Context: an optimization exercise on an open-source flow, tuned for small area and few clock cycles. The choices shown serve that exercise and are no tape-out recipe.
Only simulation tests tie the RTL to the original design; equivalence was not proved.
Power and IR drop assume default switching activity. The clock port is modelled as an ideal driver; clocking choices that lean on that would not hold on a real chip.

--- flow/flow/run.sh ---
#!/bin/bash
# Standard layout, except that clock tree synthesis inserts no dummy loads
# (cells added only to balance the tree) and clusters more sinks per buffer.
set -euo pipefail
export CTS_ARGS="-sink_clustering_enable -repair_clock_nets -dont_use_dummy_load -buf_list sky130_fd_sc_hd__clkbuf_16 -sink_clustering_size 24 -sink_clustering_max_diameter 90"
bash standard.sh > standard.log 2>&1
--- flow/standard.sh ---
#!/bin/bash
# synth_recipe.tcl (not shown) runs the flow's synth.tcl, then flattens the netlist and writes it again
# the make line also repeats each setting of config.mk as NAME=value (left out here)
make -C /OpenROAD-flow-scripts/flow DESIGN_CONFIG=/design/flow/config.mk WORK_HOME=/design/flow/orfs CLKGATE_MAP_FILE= SYNTH_SCRIPT=/design/flow/synth_recipe.tcl "${@:-finish}"
--- flow/config.mk ---
export PLATFORM = sky130hd
export DESIGN_NAME = grouped_fifo_queue
export DESIGN_NICKNAME = grouped_fifo_queue
export VERILOG_FILES = /design/flow/design.v
export SDC_FILE = /design/flow/constraint.sdc
export NUM_CORES = 4
export LEC_CHECK = 0
export CAP_MARGIN = 10
export CORE_MARGIN = 2
export CORE_UTILIZATION = 65
export PLACE_DENSITY = 0.7
export SLEW_MARGIN = 10
--- flow/constraint.sdc ---
create_clock -name core_clock -period 8.0 [get_ports {clk}]
set_input_delay 1.6000 -clock core_clock [delete_from_list [all_inputs] [get_ports {clk}]]
set_output_delay 1.6000 -clock core_clock [all_outputs]
set_load 0.01 [all_outputs]
--- flow/design.v ---
package gfq_pkg;
	localparam int CAPACITY    = 64;
	localparam int NUM_GROUPS  = 16;
	localparam int ID_BITS     = 16;
	localparam int GROUP_BITS  = 5;
	localparam int STATUS_BITS = 3;
	localparam int SLOT_W = (CAPACITY > 1) ? $clog2(CAPACITY) : 1;
	localparam int FCNT_W = $clog2(CAPACITY + 1);
	localparam int GRP_W  = (NUM_GROUPS > 1) ? $clog2(NUM_GROUPS) : 1;
	localparam int OCNT_W = $clog2(NUM_GROUPS + 1);
	typedef enum logic [STATUS_BITS-1:0] {
		ST_ENQUEUED = 3'd0,
		ST_IGNORED  = 3'd1,
		ST_DROPPED  = 3'd2,
		ST_DEQUEUED = 3'd3,
		ST_EMPTY    = 3'd4
	} status_t;
	function automatic logic [SLOT_W-1:0] slot_inc(input logic [SLOT_W-1:0] v);
		slot_inc = (v == SLOT_W'(CAPACITY - 1)) ? '0 : v + SLOT_W'(1);
	endfunction
	function automatic logic [GRP_W-1:0] grp_inc(input logic [GRP_W-1:0] v);
		grp_inc = (v == GRP_W'(NUM_GROUPS - 1)) ? '0 : v + GRP_W'(1);
	endfunction
endpackage
import gfq_pkg::*;
module grouped_fifo_queue (
	input  logic                           clk,
	input  logic                           arst_n,
	input  logic                           in_valid,
	output logic                           in_ready,
	input  logic                           kind,
	input  logic [gfq_pkg::ID_BITS-1:0]    member_id,
	input  logic [gfq_pkg::GROUP_BITS-1:0] group,
	output logic                           out_valid,
	input  logic                           out_ready,
	output logic [gfq_pkg::STATUS_BITS-1:0] status,
	output logic [gfq_pkg::ID_BITS-1:0]    out_id
);
	logic [ID_BITS-1:0] data_q  [CAPACITY];
	logic [FCNT_W-1:0]  end_q   [NUM_GROUPS];
	logic [FCNT_W-1:0]  count_q;
	logic               out_valid_q;
	logic [STATUS_BITS-1:0] status_q;
	logic [ID_BITS-1:0] out_id_q;
	logic               fire, grp_ok, full, empty, do_enq, do_deq, g_ne;
	logic [GRP_W-1:0]   enq_g;
	logic [FCNT_W-1:0]  g_end, ins_pos, after_pos, count_p1;
	logic [STATUS_BITS-1:0] res_status;
	assign in_ready  = !out_valid_q || out_ready;
	assign fire      = in_valid && in_ready;
	assign out_valid = out_valid_q;
	assign status    = status_q;
	assign out_id    = out_id_q;
	assign grp_ok = (group != '0) && (group <= GROUP_BITS'(NUM_GROUPS));
	assign enq_g  = GRP_W'(group - GROUP_BITS'(1));
	assign full   = (count_q == FCNT_W'(CAPACITY));
	assign empty  = (count_q == '0);
	assign do_enq = fire && !kind && grp_ok && !full;
	assign do_deq = fire && kind && !empty;
	assign g_end     = end_q[enq_g];
	assign g_ne      = (g_end != '0);
	assign ins_pos   = g_ne ? g_end : count_q;
	assign after_pos = g_ne ? g_end - FCNT_W'(1) : count_q;
	assign count_p1  = count_q + FCNT_W'(1);
	always_comb begin
		if (!kind) begin
			if (!grp_ok)
				res_status = gfq_pkg::ST_IGNORED;
			else if (full)
				res_status = gfq_pkg::ST_DROPPED;
			else
				res_status = gfq_pkg::ST_ENQUEUED;
		end else begin
			res_status = empty ? gfq_pkg::ST_EMPTY : gfq_pkg::ST_DEQUEUED;
		end
	end
	logic [FCNT_W-1:0] end_nxt [NUM_GROUPS];
	always_comb begin
		for (int g = 0; g < NUM_GROUPS; g++) begin
			logic up, dn, ld;
			logic [FCNT_W:0] uc, dc;
			up = do_enq && (end_q[g] > after_pos);
			dn = do_deq && (end_q[g] != '0);
			ld = do_enq && !g_ne && (GRP_W'(g) == enq_g);
			uc[0] = 1'b1;
			dc[0] = 1'b1;
			for (int k = 0; k < FCNT_W; k++) begin
				uc[k+1] = uc[k] & end_q[g][k];
				dc[k+1] = dc[k] & ~end_q[g][k];
			end
			for (int k = 0; k < FCNT_W; k++)
				end_nxt[g][k] = (end_q[g][k] ^ ((up & uc[k]) | (dn & dc[k])))
				              | (ld & count_p1[k]);
		end
	end
	logic [CAPACITY-1:0] sel_dn, sel_up, sel_new, sel_hold, at_or_past;
	always_comb begin
		for (int i = 0; i < CAPACITY; i++)
			at_or_past[i] = (FCNT_W'(i) >= ins_pos);
		for (int i = 0; i < CAPACITY; i++) begin
			logic past;
			past        = (i > 0) ? at_or_past[(i + CAPACITY - 1) % CAPACITY] : 1'b0;
			sel_dn[i]   = do_deq;
			sel_up[i]   = do_enq && past;
			sel_new[i]  = do_enq && at_or_past[i] && !past;
			sel_hold[i] = !(do_deq || (do_enq && at_or_past[i]));
		end
	end
	always_ff @(posedge clk) begin
		for (int i = 0; i < CAPACITY; i++) begin
			data_q[i] <= ({ID_BITS{sel_hold[i]}} & data_q[i])
			           | ({ID_BITS{sel_dn[i]}}   & ((i < CAPACITY - 1) ? data_q[(i + 1) % CAPACITY] : member_id))
			           | ({ID_BITS{sel_up[i]}}   & ((i > 0) ? data_q[(i + CAPACITY - 1) % CAPACITY] : member_id))
			           | ({ID_BITS{sel_new[i]}}  & member_id);
		end
	end
	always_ff @(posedge clk or negedge arst_n) begin
		if (!arst_n) begin
			for (int g = 0; g < NUM_GROUPS; g++)
				end_q[g] <= '0;
			count_q     <= '0;
			out_valid_q <= 1'b0;
		end else begin
			for (int g = 0; g < NUM_GROUPS; g++)
				end_q[g] <= end_nxt[g];
			if (do_deq)
				count_q <= count_q - FCNT_W'(1);
			else if (do_enq)
				count_q <= count_p1;
			if (fire)
				out_valid_q <= 1'b1;
			else if (out_ready)
				out_valid_q <= 1'b0;
		end
	end
	always_ff @(posedge clk) begin
		if (fire) begin
			status_q <= res_status;
			out_id_q <= (res_status == gfq_pkg::ST_DEQUEUED) ? data_q[0] : '0;
		end
	end
endmodule
==> flow_summary.toml, run 1 <==
[timing]
tightest_slew_ns = 1.32
rsz0062_at_grt = "false"
finalSetupViolCount = 0
tns_ns = 0
max_freq_ghz = 0.139
period_minus_slack_ns = 7.19
drv_slew = 0
fin_crit_sh_pct = 89.9
relSlewSlack_pct = 11.5
hold_viol_final = 0
finClkSkew_ns = 0.0751

[clock_network]
clockRootBuffer = "clkbuf_16"
cts_buffers = 55
path_clk_slew_ns = 0.09
clock_latency_ns = 0.69
cts-htree-levels = 2
cts_hold_buf = 0
postCtsSetupBuffers = 0
cts_num_sinks = 1163
post_cts_resized = 0
cts_buffer_depth = 3
tritoncts = "built"

[critical_path]
r2r-start = "end_q[6][1]"
r2r_slack_ns = 2.06
worstPathRequired_ns = 8.51
worstPathMaxFanout = 13
crit_start = "group[1]"
cp-start-kind = "input pin"
reg2reg_to = "end_q[5][0]"
reg2reg_depth = 23
critPathKind = "input pin to register"
cp.arrival_ns = 7.70
endpoint_kind = "register"
crit_end = "end_q[5][0]"

[synth]
synth_edf_count = 19
synth.avg_cell_area_um2 = 8.49
ys.flop_type = "dfxtp_1"
async_flop_share_pct = 10.3
synth_seq_cells = 1163
synth_warnings = 4
synth_nets = 6710
ys_seq_area_share_pct = 42.8
synth_cell_types = 109
netlist_area_um2 = 56300
synthCells = 6632

[hold_path]
hold_path.class = "register to register"
whs_path_depth = 2

[pwr]
powerDensity_nw_per_um2 = 376
power.total_w = 0.0220
p_leak_nw = 23.8
ir_worst_vdd_uv = 289

[cells_and_area]
drive_above_1_share_pct = 6.45
diodes = 0
nNetsFinal = 6344
area_growth_pct = 3.74

[die]
die-area_um2 = 88900
rows = 107
start_util_pct = 65.8
die_w_um = 298
fp.dieH_um = 298
core_um2 = 85500
io-pin-count = 47

[placed_design]
hpwl_um = 117000
io_buffers = 46
gp_congestion = 0.965

[job]
max_cap_viol_count = 0

[grt]
first_global_vias = 49000
antenna_found_initial = 0
grt_max_degree = 183
grt.overflow.total = 0
grt_pass1_wl_um = 275000
track_usage_pct = 37.1

[drt]
vias = 53400
dr.pass1.iters = 12
drc = 0
ant_nets = 0
post_drt_wl_per_cell_um = 23.3
drtIter0Drc = 8689
via_per_inst = 7.21
routed_wl_um = 173000

[outcome]
outcome = "no timing/DRC/antenna violations"
## registers in the layout, indices dropped and copies added, names as in the netlist
| register | count |
|---|---|
| data_q | 1024 |
| status_q | 3 |
| out_valid_q | 1 |
| out_id_q | 16 |
| end_q | 112 |
| count_q | 7 |
## cell usage in the layout (no fill, tap or decap), types with 16 or more instances in the layout
master           count
a211oi_1            17
a21o_1              35
a21oi_1            221
a21oi_2             19
a221o_1            176
a222oi_1           506
a22o_1              81
a22oi_1            400
a31oi_1             59
and2_1              41
and3_1              22
buf_4              183
clkbuf_16           55
clkdlybuf4s50_1     26
dfrtp_1            120
dfxtp_1           1024
edfxtp_1            19
ha_1                52
inv_1               82
mux2i_1            151
nand2_1           1544
nand2b_1            18
nand3_1            370
nor2_1             199
nor2_2              26
nor2b_1             18
nor3_1              68
o211ai_1            41
o21ai_0            292
o21ai_1             16
o221ai_1            19
o32ai_1             16
or2_2               16
or3_1               24
xnor2_1             17
## logic make-up after synthesis
family,after synthesis,synth area share (%)
AOI/OAI and AO/OA,2053,28.7
xor gates and xnor gates,23,0.358
buffers and inverters,731,5.32
muxes,164,2.96
adders and majority gates,52,1.16
and+or+nand+nor,2446,18.7
DFF,1163,42.8
## routing by layer
layer,track usage (%),routed length [um],vias to the layer above
li1,-,-,24300
met1,53.0,73400,25800
met2,56.8,76200,2927
met3,6.12,17500,393
met4,13.1,5520,2
met5,0.379,34,-
## where the power goes
part           internal [W]  switching (W)
clock               0.00123        0.00185
sequential          0.00859        0.00292
combinational       0.00335        0.00402
## stage by stage
| step | hold WS [ns] | util [%] | worst slack, ns | cell area [um2] | cells |
|---|---|---|---|---|---|
| after floorplan | 0.430 | - | 0.265 | 56300 | 6632 |
| after global placement | 0.442 | 66.6 | 0.396 | 56900 | 7349 |
| after CTS | 0.450 | 68.2 | 0.947 | 58300 | 7405 |
| after global routing | 0.472 | 68.2 | 0.381 | 58400 | 7408 |
| final | 0.445 | 68.2 | 0.806 | 58400 | 7408 |
| after detailed placement | 0.448 | 66.6 | 0.340 | 57000 | 7350 |
## synthesized netlist by cell type, drive strengths merged, types with 41 or more instances
master  count  area, um2
a22o       82        718
nand2    1551       5840
dfrtp     120       3000
o21ai     311       1560
a222oi    506       5060
dfxtp    1024      20500
a31oi      62        400
clkbuf    477       1790
a221o     176       1760
a22oi     400       3000
nor2      228        928
nand3     370       1850
buf       171        892
nor3       75        392
and2       44        275
a21oi     242       1280
mux2i     152       1520
inv        83        312
o211ai     41        308
ha         52        651
## critical path, cell delays in order
cell and delay (ns):
clkdlybuf4s50_1 0.78, buf_4 0.29, a211oi_1 0.07, or4_1 0.57, o22a_1 0.23, inv_1 0.23
ha_1 0.24, o221ai_2 0.14, or2_2 0.44, o21ai_0 0.28, a21boi_2 0.36, ha_1 0.20
inv_1 0.04, a21o_1 0.16, a21oi_1 0.14, a31oi_1 0.07, or2_2 0.31, a21boi_0 0.16
a2111oi_0 0.42, a211oi_1 0.14, o221ai_1 0.12, a21oi_2 0.16, or3_1 0.34, a22o_1 0.19
## worst min path at each step
stage	end	startpoint	slack, ns
after floorplan	data_q[61][14]	data_q[61][14]	0.43
after global placement	data_q[42][7]	data_q[42][7]	0.44
after detailed placement	data_q[0][12]	data_q[0][12]	0.45
after CTS	data_q[62][12]	data_q[63][12]	0.45
after global routing	data_q[62][11]	data_q[63][11]	0.47
final	data_q[62][12]	data_q[63][12]	0.44
## cell type report
type	count	area, um2
clock buffers	55	1380
fillers	7046	27200
inverters	83	312
multi-input cells	4738	29400
flip-flops and latches	1163	24100
well taps	1144	1430
repair buffers	225	1780
Testbench counts, summed over its fixed seeds: cycles 32,008.
==> run 2, diff against run 1 <==
==> flow/flow/run.sh (replaced) <==
#!/bin/bash
# Standard layout, except that clock tree synthesis inserts no dummy loads
# (cells added only to balance the tree) and clusters more sinks per buffer.
set -euo pipefail
export CTS_ARGS="-sink_clustering_enable -repair_clock_nets -dont_use_dummy_load -buf_list sky130_fd_sc_hd__clkbuf_16 -sink_clustering_size 32 -sink_clustering_max_diameter 70"
bash standard.sh > standard.log 2>&1
--- a/flow/config.mk
+++ b/flow/config.mk
@@ -7,6 +7,6 @@
 export LEC_CHECK = 0
-export CAP_MARGIN = 10
+export CAP_MARGIN = 20
 export CORE_MARGIN = 2
-export CORE_UTILIZATION = 65
-export PLACE_DENSITY = 0.7
-export SLEW_MARGIN = 10
+export CORE_UTILIZATION = 40
+export PLACE_DENSITY = 0.45
+export SLEW_MARGIN = 20
==> run 2 against run 1 <==
Against the previous run: still clean; synthesized cell count stayed put; clock skew is 0.050 ns higher; worst setup slack better by 0.17 ns; die area is 62% higher; register-to-register slack worse by 0.03 ns; critical path depth is 2 lower; synthesized area stayed put; via count is 1.7% lower; critical path type unchanged.
==> flow_summary.toml, run 2 <==
[outcome]
outcome = "no timing/DRC/antenna violations"

[timing]
period_minus_slack_ns = 7.03
tightest_slew_ns = 1.14
worst_slack_ns = 0.973
max_freq_ghz = 0.142
finClkSkew_ns = 0.125
hold_viol_final = 0
fin_crit_sh_pct = 87.8
rsz0062_at_grt = "false"
finalSetupViolCount = 0
drv_slew = 0
tns_ns = 0
relSlewSlack_pct = 23.6

[drt]
wl_met1_um = 101000
drc = 0
via_per_inst = 6.39
ant_nets = 0
route.met2.wl_um = 95700
dr.pass1.iters = 12
drtIter0Drc = 7478
post_drt_wl_per_cell_um = 26.1
routed_wl_um = 214000
routed.top_layer = "met4"
wl_met3_um = 13400
vias = 52500

[die]
fp.dieH_um = 379
io-pin-count = 47
core_um2 = 140000
die-area_um2 = 144000
start_util_pct = 40.3
rows = 137
die_w_um = 379

[critical_path]
cp.arrival_ns = 7.60
critPathKind = "input pin to register"
crit_end = "end_q[6][2]"
cp-start-kind = "input pin"
reg2reg_depth = 21
reg2reg_to = "end_q[6][2]"
crit_buf_inv = 3
worstPathMaxFanout = 10
cp_top_family = "compound AO/OA/AOI/OAI gates"
slowest_delay_ns = 0.79
r2r-start = "end_q[12][1]"
crit_chain = "clkdlybuf4s50_1, or2_2, a21oi_1, or4_1, o22a_1, inv_1, ha_1, o221ai_2, or2_2, nor2_8, nor2_1, a21oi_2, buf_4, ha_1, a21oi_1, a31oi_1, a211oi_1, nor2_1, o41a_1, or2_1, a31oi_1, mux2i_1"
r2r_slack_ns = 2.03
worstPathRequired_ns = 8.57
cpMaxStageDelayCell = "clkdlybuf4s50_1"
cp.depth = 22
endpoint_kind = "register"
crit_start = "group[1]"

[synth]
synth_seq_cells = 1163
ys_seq_area_share_pct = 42.8
netlist_area_um2 = 56300
yosys.area_share.simple_pct = 18.7
synth_cell_types = 109
synth_top_family_by_area = "compound AO/OA/AOI/OAI gates"
synth_top_area_cell = "dfxtp_1"
yosys-top-cells-count = "nand2_1, dfxtp_1, a222oi_1"
synth_top_area_share_pct = 36.4
synth_xor_area_share_pct = 0.358
synthAdderAreaFrac_pct = 1.16
synth_edf_count = 19
synth_warnings = 4
synth_nets = 6710
synth.most_common_cell = "nand2_1"
synth.avg_cell_area_um2 = 8.49
muxShareOfSynthArea_pct = 2.96
synth-compound-area-share_pct = 28.7
synthCells = 6632
synth_area_leaders = "dfxtp_1, nand2_1, a222oi_1"
async_flop_share_pct = 10.3
ys.flop_type = "dfxtp_1"

[clock_network]
post_cts_resized = 0
path_clk_slew_ns = 0.09
cts_num_sinks = 1163
tritoncts = "built"
postCtsSetupBuffers = 0
cts_buffer_depth = 3
clockRootBuffer = "clkbuf_16"
clock_latency_ns = 0.77
cts_buffers = 101
cts_hold_buf = 0
cts-htree-levels = 3

[cells_and_area]
area_growth_pct = 8.10
fin_util_pct = 43.6
drive_above_1_share_pct = 7.76
reg_top3 = "data_q: 1024 flops, end_q: 112 flops, out_id_q: 16 flops"
nNetsFinal = 6423
largest_register_ffs = 1024
top_register = "data_q"
final_area_um2 = 60800
final_common_cell = "nand2_1"
final_cell_mix = "nand2_1, dfxtp_1, a222oi_1"

[hold_path]
hold_path.class = "register to register"

[pwr]
p_leak_nw = 24.5
power.total_w = 0.0239
ir_worst_vdd_uv = 189
powerDensity_nw_per_um2 = 392

[grt]
first_global_vias = 48200
grt_pass1_wl_um = 325000
track_usage_pct = 28.9
grt_max_degree = 194
antenna_found_initial = 1
grt.overflow.total = 0

[placed_design]
dp_slack_ns = 0.357
post_dp_cell_area_um2 = 58300
io_buffers = 46
hpwl_um = 143000
gp_congestion = 0.942

[job]
max_cap_viol_count = 0
## run 2: worst min-delay path by stage
stage	cells after the start	start	to
6_report	2	data_q[28][13]	data_q[27][13]
5_1_grt	2	data_q[25][5]	data_q[26][5]
4_1_cts	2	data_q[28][13]	data_q[27][13]
3_5_place_dp	2	data_q[42][2]	data_q[42][2]
3_3_place_gp	2	data_q[42][2]	data_q[42][2]
2_1_floorplan	2	data_q[61][14]	data_q[61][14]
## run 2: kinds of logic after synthesis
| group | after synthesis |
|---|---|
| AND/OR/NAND/NOR | 2446 |
| AO/OA/AOI/OAI | 2053 |
| flip-flops | 1163 |
| buffers and inverters | 731 |
| multiplexers | 164 |
| adder cells (fa/ha/maj) | 52 |
| XOR/XNOR | 23 |
## run 2: layer usage
metal | up-vias | GRT usage (%)
li1 | 24500 | -
met2 | 1840 | 45.2
met1 | 25900 | 42.2
met5 | - | 0
met3 | 255 | 3.83
met4 | 0 | 5.94
## run 2: layout make-up
cell class	count	area (um2)
clock buffers	101	2530
multi-input cells	4738	29500
diodes	1	2.50
fillers	13900	78700
flip-flops and latches	1163	24100
well taps	1876	2350
inverters	83	312
repair buffers	258	2090
## run 2: where the power goes
part / switching [W] / total [W] / internal, W / leakage, nW
Sequential: 0.00329 / 0.0119 / 0.00860 / 10.1
Combinational: 0.00422 / 0.00758 / 0.00336 / 13.1
Clock: 0.00219 / 0.00440 / 0.00221 / 1.24
## run 2: stage by stage
step                      hold slack [ns]  std cells
final                               0.424       8220
after global routing                0.445       8219
after CTS                           0.410       8219
after detailed placement            0.448       8118
after global placement              0.443       8117
after floorplan                     0.430       6632
## run 2: tightest hold or removal path, cell delays in order (launching register included)
cell	delay [ns]
dfxtp_1	0.36
a22oi_1	0.10
nand2_1	0.06
==> run 3, diff against run 2 <==
==> flow/flow/run.sh (replaced) <==
#!/bin/bash
# Standard layout, except that clock tree synthesis inserts no dummy loads
# (cells added only to balance the tree) and clusters more sinks per buffer.
set -euo pipefail
export CTS_ARGS="-sink_clustering_enable -repair_clock_nets -dont_use_dummy_load -buf_list sky130_fd_sc_hd__clkbuf_16 -sink_clustering_size 30 -sink_clustering_max_diameter 100"
bash standard.sh > standard.log 2>&1
--- a/flow/config.mk
+++ b/flow/config.mk
@@ -9,4 +9,4 @@
 export CORE_MARGIN = 2
-export CORE_UTILIZATION = 40
-export PLACE_DENSITY = 0.45
+export CORE_UTILIZATION = 55
+export PLACE_DENSITY = 0.6
 export SLEW_MARGIN = 20
==> run 3 against run 2 <==
Against the previous run: sequential cell count unchanged; count of clock-buffer cells in the layout decreased by 55; worst setup slack improved by 0.017 ns; synthesized cell count unchanged; still clean on timing, DRC and antenna; via count decreased by 0.36%; global-route usage increased by 4.5 points; combinational power decreased by 3%; first-iteration DRC count increased by 4.3%; highest routed layer unchanged; critical endpoint is now end_q[5][0]; sequential power about the same; power decreased by 8.5%; largest power group unchanged; register-to-register slack improved by 0.10 ns.
==> flow_summary.toml, run 3 <==
[synth]
synth.avg_cell_area_um2 = 8.49
async_flop_share_pct = 10.3
synth_warnings = 4
ys_seq_area_share_pct = 42.8
synth.most_common_cell = "nand2_1"
yosys-top-cells-count = "nand2_1, dfxtp_1, a222oi_1"
synth_edf_count = 19
synth_seq_cells = 1163
synthCells = 6632
synth_top_area_cell = "dfxtp_1"
synth_nets = 6710
netlist_area_um2 = 56300
synth_area_leaders = "dfxtp_1, nand2_1, a222oi_1"
ys.flop_type = "dfxtp_1"
synth_top_area_share_pct = 36.4
synth_cell_types = 109

[clock_network]
cts_buffer_depth = 3
postCtsSetupBuffers = 0
path_clk_slew_ns = 0.11
clock_latency_ns = 0.71
post_cts_resized = 0
clockRootBuffer = "clkbuf_16"
cts_hold_buf = 0
cts_buffers = 46
cts_num_sinks = 1163
tritoncts = "built"
cts-htree-levels = 2

[timing]
tns_ns = 0
relSlewSlack_pct = 24.6
whs_ns = 0.451
period_minus_slack_ns = 7.01
max_freq_ghz = 0.143
tightest_slew_ns = 1.13
hold_viol_final = 0
fin_crit_sh_pct = 87.6
finClkSkew_ns = 0.0824
finalSetupViolCount = 0
rsz0062_at_grt = "false"
drv_slew = 0

[hold_path]
hold_end = "data_q[1][12]"
whs_path_depth = 2
hold_path.class = "register to register"
hold_start = "data_q[0][12]"

[drt]
routed_wl_um = 181000
ant_nets = 0
drc = 0
dr.pass1.iters = 10
via_per_inst = 6.87
drtIter0Drc = 7798
vias = 52300
post_drt_wl_per_cell_um = 23.8

[critical_path]
endpoint_kind = "register"
r2r-start = "end_q[6][1]"
worstPathMaxFanout = 23
reg2reg_to = "end_q[5][0]"
critPathKind = "input pin to register"
cp.arrival_ns = 7.56
reg2reg_depth = 24
cp-start-kind = "input pin"
worstPathRequired_ns = 8.55
r2r_slack_ns = 2.13

[cells_and_area]
nFillCells = 9408
top_register = "data_q"
seqCellArea_um2 = 24100
largest_register_ffs = 1024
final_cell_mix = "nand2_1, dfxtp_1, a222oi_1"
final_common_cell = "nand2_1"
reg_top3 = "data_q: 1024 flops, end_q: 112 flops, out_id_q: 16 flops"
drive_above_1_share_pct = 6.57
diodes = 0
nNetsFinal = 6337
multi_input_area_um2 = 29500
area_growth_pct = 4.12

[pwr]
ir_worst_vdd_uv = 225
p_leak_nw = 23.7
powerDensity_nw_per_um2 = 373

[placed_design]
io_buffers = 46
gp_congestion = 0.961
hpwl_um = 122000

[grt]
grt_pass1_wl_um = 284000
track_usage_pct = 33.4
grt_max_degree = 179
grt.overflow.total = 0
antenna_found_initial = 0
first_global_vias = 47800

[die]
fp.dieH_um = 324
die_w_um = 324
die-area_um2 = 105000
start_util_pct = 55.4
core_um2 = 102000
rows = 117
io-pin-count = 47

[outcome]
outcome = "no timing/DRC/antenna violations"

[job]
max_cap_viol_count = 0
## run 3: cell counts after synthesis
Identical to the previous run, type by type.
## run 3: report_power, final
group	internal (W)	switching, W
sequential	0.00858	0.00299
combinational	0.00335	0.00403
clock	0.00104	0.00183
total	0.0130	0.00885
## run 3: kinds of logic after synthesis
| kind of cell | after synthesis | synth area share (%) |
|---|---|---|
| simple gates | 2446 | 18.7 |
| compound gates | 2053 | 28.7 |
| fa+ha+maj | 52 | 1.16 |
| flops | 1163 | 42.8 |
| mux | 164 | 2.96 |
| buf+inv | 731 | 5.32 |
| xor+xnor | 23 | 0.358 |
## run 3: how the worst max path moves through the flow
| stage | from | slack [ns] | cells after the start | to |
|---|---|---|---|---|
| 2_1_floorplan | group[0] | 0.27 | 26 | end_q[5][0] |
| 3_3_place_gp | group[1] | 0.47 | 26 | end_q[5][0] |
| 3_5_place_dp | group[1] | 0.39 | 26 | end_q[5][0] |
| 4_1_cts | group[1] | 1.07 | 26 | end_q[5][0] |
| 5_1_grt | group[1] | 0.54 | 25 | end_q[5][0] |
| 6_report | group[1] | 0.99 | 26 | end_q[5][0] |
## run 3: area by class of cell
type | instances | share of cell area [%]
Clock buffer | 46 | 1.96
Inverter | 83 | 0.532
Multi-Input combinational cell | 4738 | 50.3
Sequential cell | 1163 | 41.1
Tap cell | 1368 | 2.92
Timing Repair Buffer | 227 | 3.16
## run 3: through the flow
| stage | utilization [%] | instance area [um2] | std cells | power (W) | setup WS, ns |
|---|---|---|---|---|---|
| final | 57.7 | 58600 | 7625 | 0.0218 | 0.991 |
| after global placement | 56.4 | 57400 | 7577 | 0.0186 | 0.474 |
| after detailed placement | 56.5 | 57400 | 7578 | 0.0188 | 0.387 |
| after floorplan | - | 56300 | 6632 | 0.0162 | 0.265 |
| after global routing | 57.7 | 58600 | 7625 | 0.0232 | 0.542 |
| after CTS | 57.6 | 58500 | 7624 | 0.0217 | 1.07 |
## run 3: layer usage
metal  part of all wire, %  track usage (%)
met1                    45             48.5
met2                    45             52.3
met3                   8.5             4.41
met4                   2.3             8.46
met5                     0                0
## run 3: critical path, cell delays in order
cell and delay (ns):
clkdlybuf4s50_1 0.72, buf_4 0.36, nor2b_1 0.16, o221ai_1 0.10, o2111ai_1 0.19, o22a_1 0.32, inv_1 0.19, ha_1 0.21
o221ai_2 0.15, or2_2 0.44, o21ai_0 0.24, a21boi_2 0.22, buf_4 0.24, ha_1 0.18, inv_1 0.04, a21o_1 0.16
a21oi_1 0.14, a31oi_1 0.07, or2_2 0.30, a21boi_0 0.14, a2111oi_0 0.42, a211oi_1 0.13, o221ai_1 0.12, a21oi_2 0.16
or3_1 0.33, a22o_1 0.20
==> run 4, diff against run 3 <==
--- a/flow/config.mk
+++ b/flow/config.mk
@@ -9,4 +9,4 @@
 export CORE_MARGIN = 2
-export CORE_UTILIZATION = 55
-export PLACE_DENSITY = 0.6
+export CORE_UTILIZATION = 65
+export PLACE_DENSITY = 0.7
 export SLEW_MARGIN = 20
==> run 4 against run 3 <==
Against the previous run: still clean on timing, DRC and antenna; worst setup slack got worse by 0.27 ns; via count up 1.5%; fmax decreased by 3.7%; register-to-register slack lost 0.16 ns; critical path depth down 2; synthesized area is the same; count of clock-buffer cells in the layout unchanged; utilization grew 10 points; non-clock buffer count decreased by 5; clock power barely moved; synthesized cell count unchanged; clock skew fell by 0.0055 ns; critical path type unchanged; largest cell class unchanged; highest routed layer is now met5.
==> flow_summary.toml, run 4 <==
[outcome]
outcome = "no timing/DRC/antenna violations"

[synth]
synth_nets = 6710
synth_area_leaders = "dfxtp_1, nand2_1, a222oi_1"
synthCells = 6632
ys.flop_type = "dfxtp_1"
yosys-top-cells-count = "nand2_1, dfxtp_1, a222oi_1"
synth.avg_cell_area_um2 = 8.49
synth_cell_types = 109
synth_warnings = 4
synth_seq_cells = 1163
synth_edf_count = 19
ys_seq_area_share_pct = 42.8
async_flop_share_pct = 10.3
synth_top_area_cell = "dfxtp_1"
netlist_area_um2 = 56300
synth.most_common_cell = "nand2_1"
synth_top_area_share_pct = 36.4

[clock_network]
clockRootBuffer = "clkbuf_16"
postCtsSetupBuffers = 0
cts_num_sinks = 1163
cts_hold_buf = 0
cts_buffer_depth = 3
cts_buffers = 46
clock_latency_ns = 0.66
tritoncts = "built"
path_clk_slew_ns = 0.11
post_cts_resized = 0
cts-htree-levels = 2

[critical_path]
cp_top_family = "compound AO/OA/AOI/OAI gates"
r2r-start = "end_q[6][1]"
worstPathMaxFanout = 13
crit_buf_inv = 4
reg2reg_to = "end_q[5][0]"
worstPathRequired_ns = 8.48
cp-start-kind = "input pin"
critPathKind = "input pin to register"
slowest_delay_ns = 0.80
cp.arrival_ns = 7.76
crit_chain = "clkdlybuf4s50_1, buf_4, a211oi_1, or4_1, o22a_1, inv_1, ha_1, o221ai_2, or2_2, o21ai_0, a21boi_2, ha_1, inv_1, a21o_1, a21oi_1, a31oi_1, or2_2, a21boi_0, a2111oi_0, a211oi_1, o221ai_1, a21oi_2, or3_1, a22o_1"
r2r_slack_ns = 1.97
endpoint_kind = "register"
reg2reg_depth = 23
cpMaxStageDelayCell = "clkdlybuf4s50_1"

[cells_and_area]
nFillCells = 7064
top_register = "data_q"
reg_top3 = "data_q: 1024 flops, end_q: 112 flops, out_id_q: 16 flops"
fin_util_pct = 68.0
largest_register_ffs = 1024
final_cell_count_no_fill = 7397
nNetsFinal = 6332
area_growth_pct = 3.41
drive_above_1_share_pct = 6.53
final_cell_mix = "nand2_1, dfxtp_1, a222oi_1"
final_common_cell = "nand2_1"
final_area_um2 = 58200

[placed_design]
hpwl_um = 117000
io_buffers = 46
placed_cells = 7349
post_dp_cell_area_um2 = 57000
gp_congestion = 0.965

[die]
io-pin-count = 47
die-area_um2 = 88900
start_util_pct = 65.8
core_um2 = 85500
fp.dieH_um = 298
rows = 107
die_w_um = 298

[timing]
max_freq_ghz = 0.137
finClkSkew_ns = 0.0769
rsz0062_at_grt = "false"
hold_viol_final = 0
tightest_slew_ns = 1.15
fin_crit_sh_pct = 91.0
finalSetupViolCount = 0
tns_ns = 0
period_minus_slack_ns = 7.28
drv_slew = 0
relSlewSlack_pct = 23.1
whs_ns = 0.445

[grt]
grt_pass1_wl_um = 273000
grt.overflow.total = 0
track_usage_pct = 36.9
grt_max_degree = 183
first_global_vias = 48600
antenna_found_initial = 1

[drt]
post_drt_wl_per_cell_um = 23.3
routed_wl_um = 172000
dr.pass1.iters = 13
vias = 53100
via_per_inst = 7.18
drc = 0
drtIter0Drc = 8852
ant_nets = 0

[hold_path]
hold_start = "data_q[14][3]"
whs_path_depth = 2
hold_end = "data_q[13][3]"
hold_path.class = "register to register"

[pwr]
powerDensity_nw_per_um2 = 373
p_leak_nw = 23.7
ir_worst_vdd_uv = 279

[job]
max_cap_viol_count = 0
run 4: worst max path at each step:
stage,from,end,slack [ns],cells after the start
2_1_floorplan,group[0],end_q[5][0],0.27,26
3_3_place_gp,group[1],data_q[48][2],0.40,17
3_5_place_dp,group[1],end_q[10][5],0.32,23
4_1_cts,group[1],end_q[5][0],0.88,24
5_1_grt,group[1],end_q[13][3],0.37,23
6_report,group[1],end_q[5][0],0.72,24
run 4: kinds of logic (layout without fill, tap and decap cells):
group | Yosys count | count (layout) | synth area share [%]
AO/OA/AOI/OAI | 2053 | 2053 | 28.7
XOR/XNOR | 23 | 23 | 0.358
adder cells (fa/ha/maj) | 52 | 52 | 1.16
buffers and inverters | 731 | 351 | 5.32
flip-flops | 1163 | 1163 | 42.8
multiplexers | 164 | 164 | 2.96
other | 0 | 1 | 0
AND/OR/NAND/NOR | 2446 | 2446 | 18.7
run 4: worst register-to-register path: cells and delay by family (launching register included):
kind	cells	cell delay [ns]
muxes	1	0.26
buffers and inverters	2	0.26
adders and majority gates	2	0.44
and+or+nand+nor	4	1.71
DFF	1	0.52
AOI/OAI and AO/OA	14	2.73
run 4: routing by layer:
layer  GRT usage, %  vias to the layer above  share of wire, %
met5              0                        -            0.0076
met4           11.7                        2               2.9
met3           5.45                      363               9.8
met2           57.2                     2832                44
met1           53.0                    25700                43
li1               -                    24300                 -
run 4: cell type report:
class | instances | area [um2] | area share (%)
inverters | 83 | 312 | 0.535
clock buffers | 46 | 1150 | 1.98
well taps | 1144 | 1430 | 2.46
flip-flops and latches | 1163 | 24100 | 41.4
multi-input cells | 4738 | 29500 | 50.6
diodes | 1 | 2.50 | 0.00430
repair buffers | 222 | 1750 | 3.01
run 4: stage by stage:
stage | setup WS (ns) | power [W]
after global routing | 0.371 | 0.0230
after global placement | 0.396 | 0.0184
after floorplan | 0.265 | 0.0162
after detailed placement | 0.322 | 0.0187
after CTS | 0.878 | 0.0215
final | 0.718 | 0.0217
run 4: power by group:
group	internal, W	leakage [nW]	switching, W
Clock	0.00104	0.567	0.00180
Sequential	0.00858	10.1	0.00292
Combinational	0.00335	13.0	0.00403

==> re-timing with driven ports <==
The results above use ideal ports. As a check the final layouts listed here were re-extracted and re-timed, cells and wires unchanged.
Step 1 (the two cells are an assumption about what drives the block):
set clk [get_ports {clk}]
set_driving_cell -lib_cell sky130_fd_sc_hd__clkbuf_16 $clk
set_driving_cell -lib_cell sky130_fd_sc_hd__buf_2 [delete_from_list [all_inputs] $clk]
Step 2, shift: input delay + t, output delay - t, t = (earliest + latest rising clock arrival at the registers) / 2. This alone moves slack from input paths to output paths.
a / b / c = ideal / step 1 / step 2; a / b = the first two.
| run | t (ns) | setup WS [ns] | worst register clock-pin slew, ns | worst data-port slew with drivers (ns) |
|---|---|---|---|---|
| run 1 | 0.721 | 0.806 / 0.807 / 0.087 | 0.10 / 0.10 | 0.07 |
| run 2 | 0.782 | 0.973 / 1.025 / 0.243 | 0.10 / 0.10 | 0.06 |
| run 3 | 0.743 | 0.991 / 1.002 / 0.259 | 0.12 / 0.12 | 0.06 |
| run 4 | 0.697 | 0.718 / 0.726 / 0.029 | 0.12 / 0.12 | 0.06 |
After both steps every run listed still meets setup and hold. For run 3, which loses most, drivers alone change the setup slack by +0.011 ns; drivers and shift together by -0.732 ns.
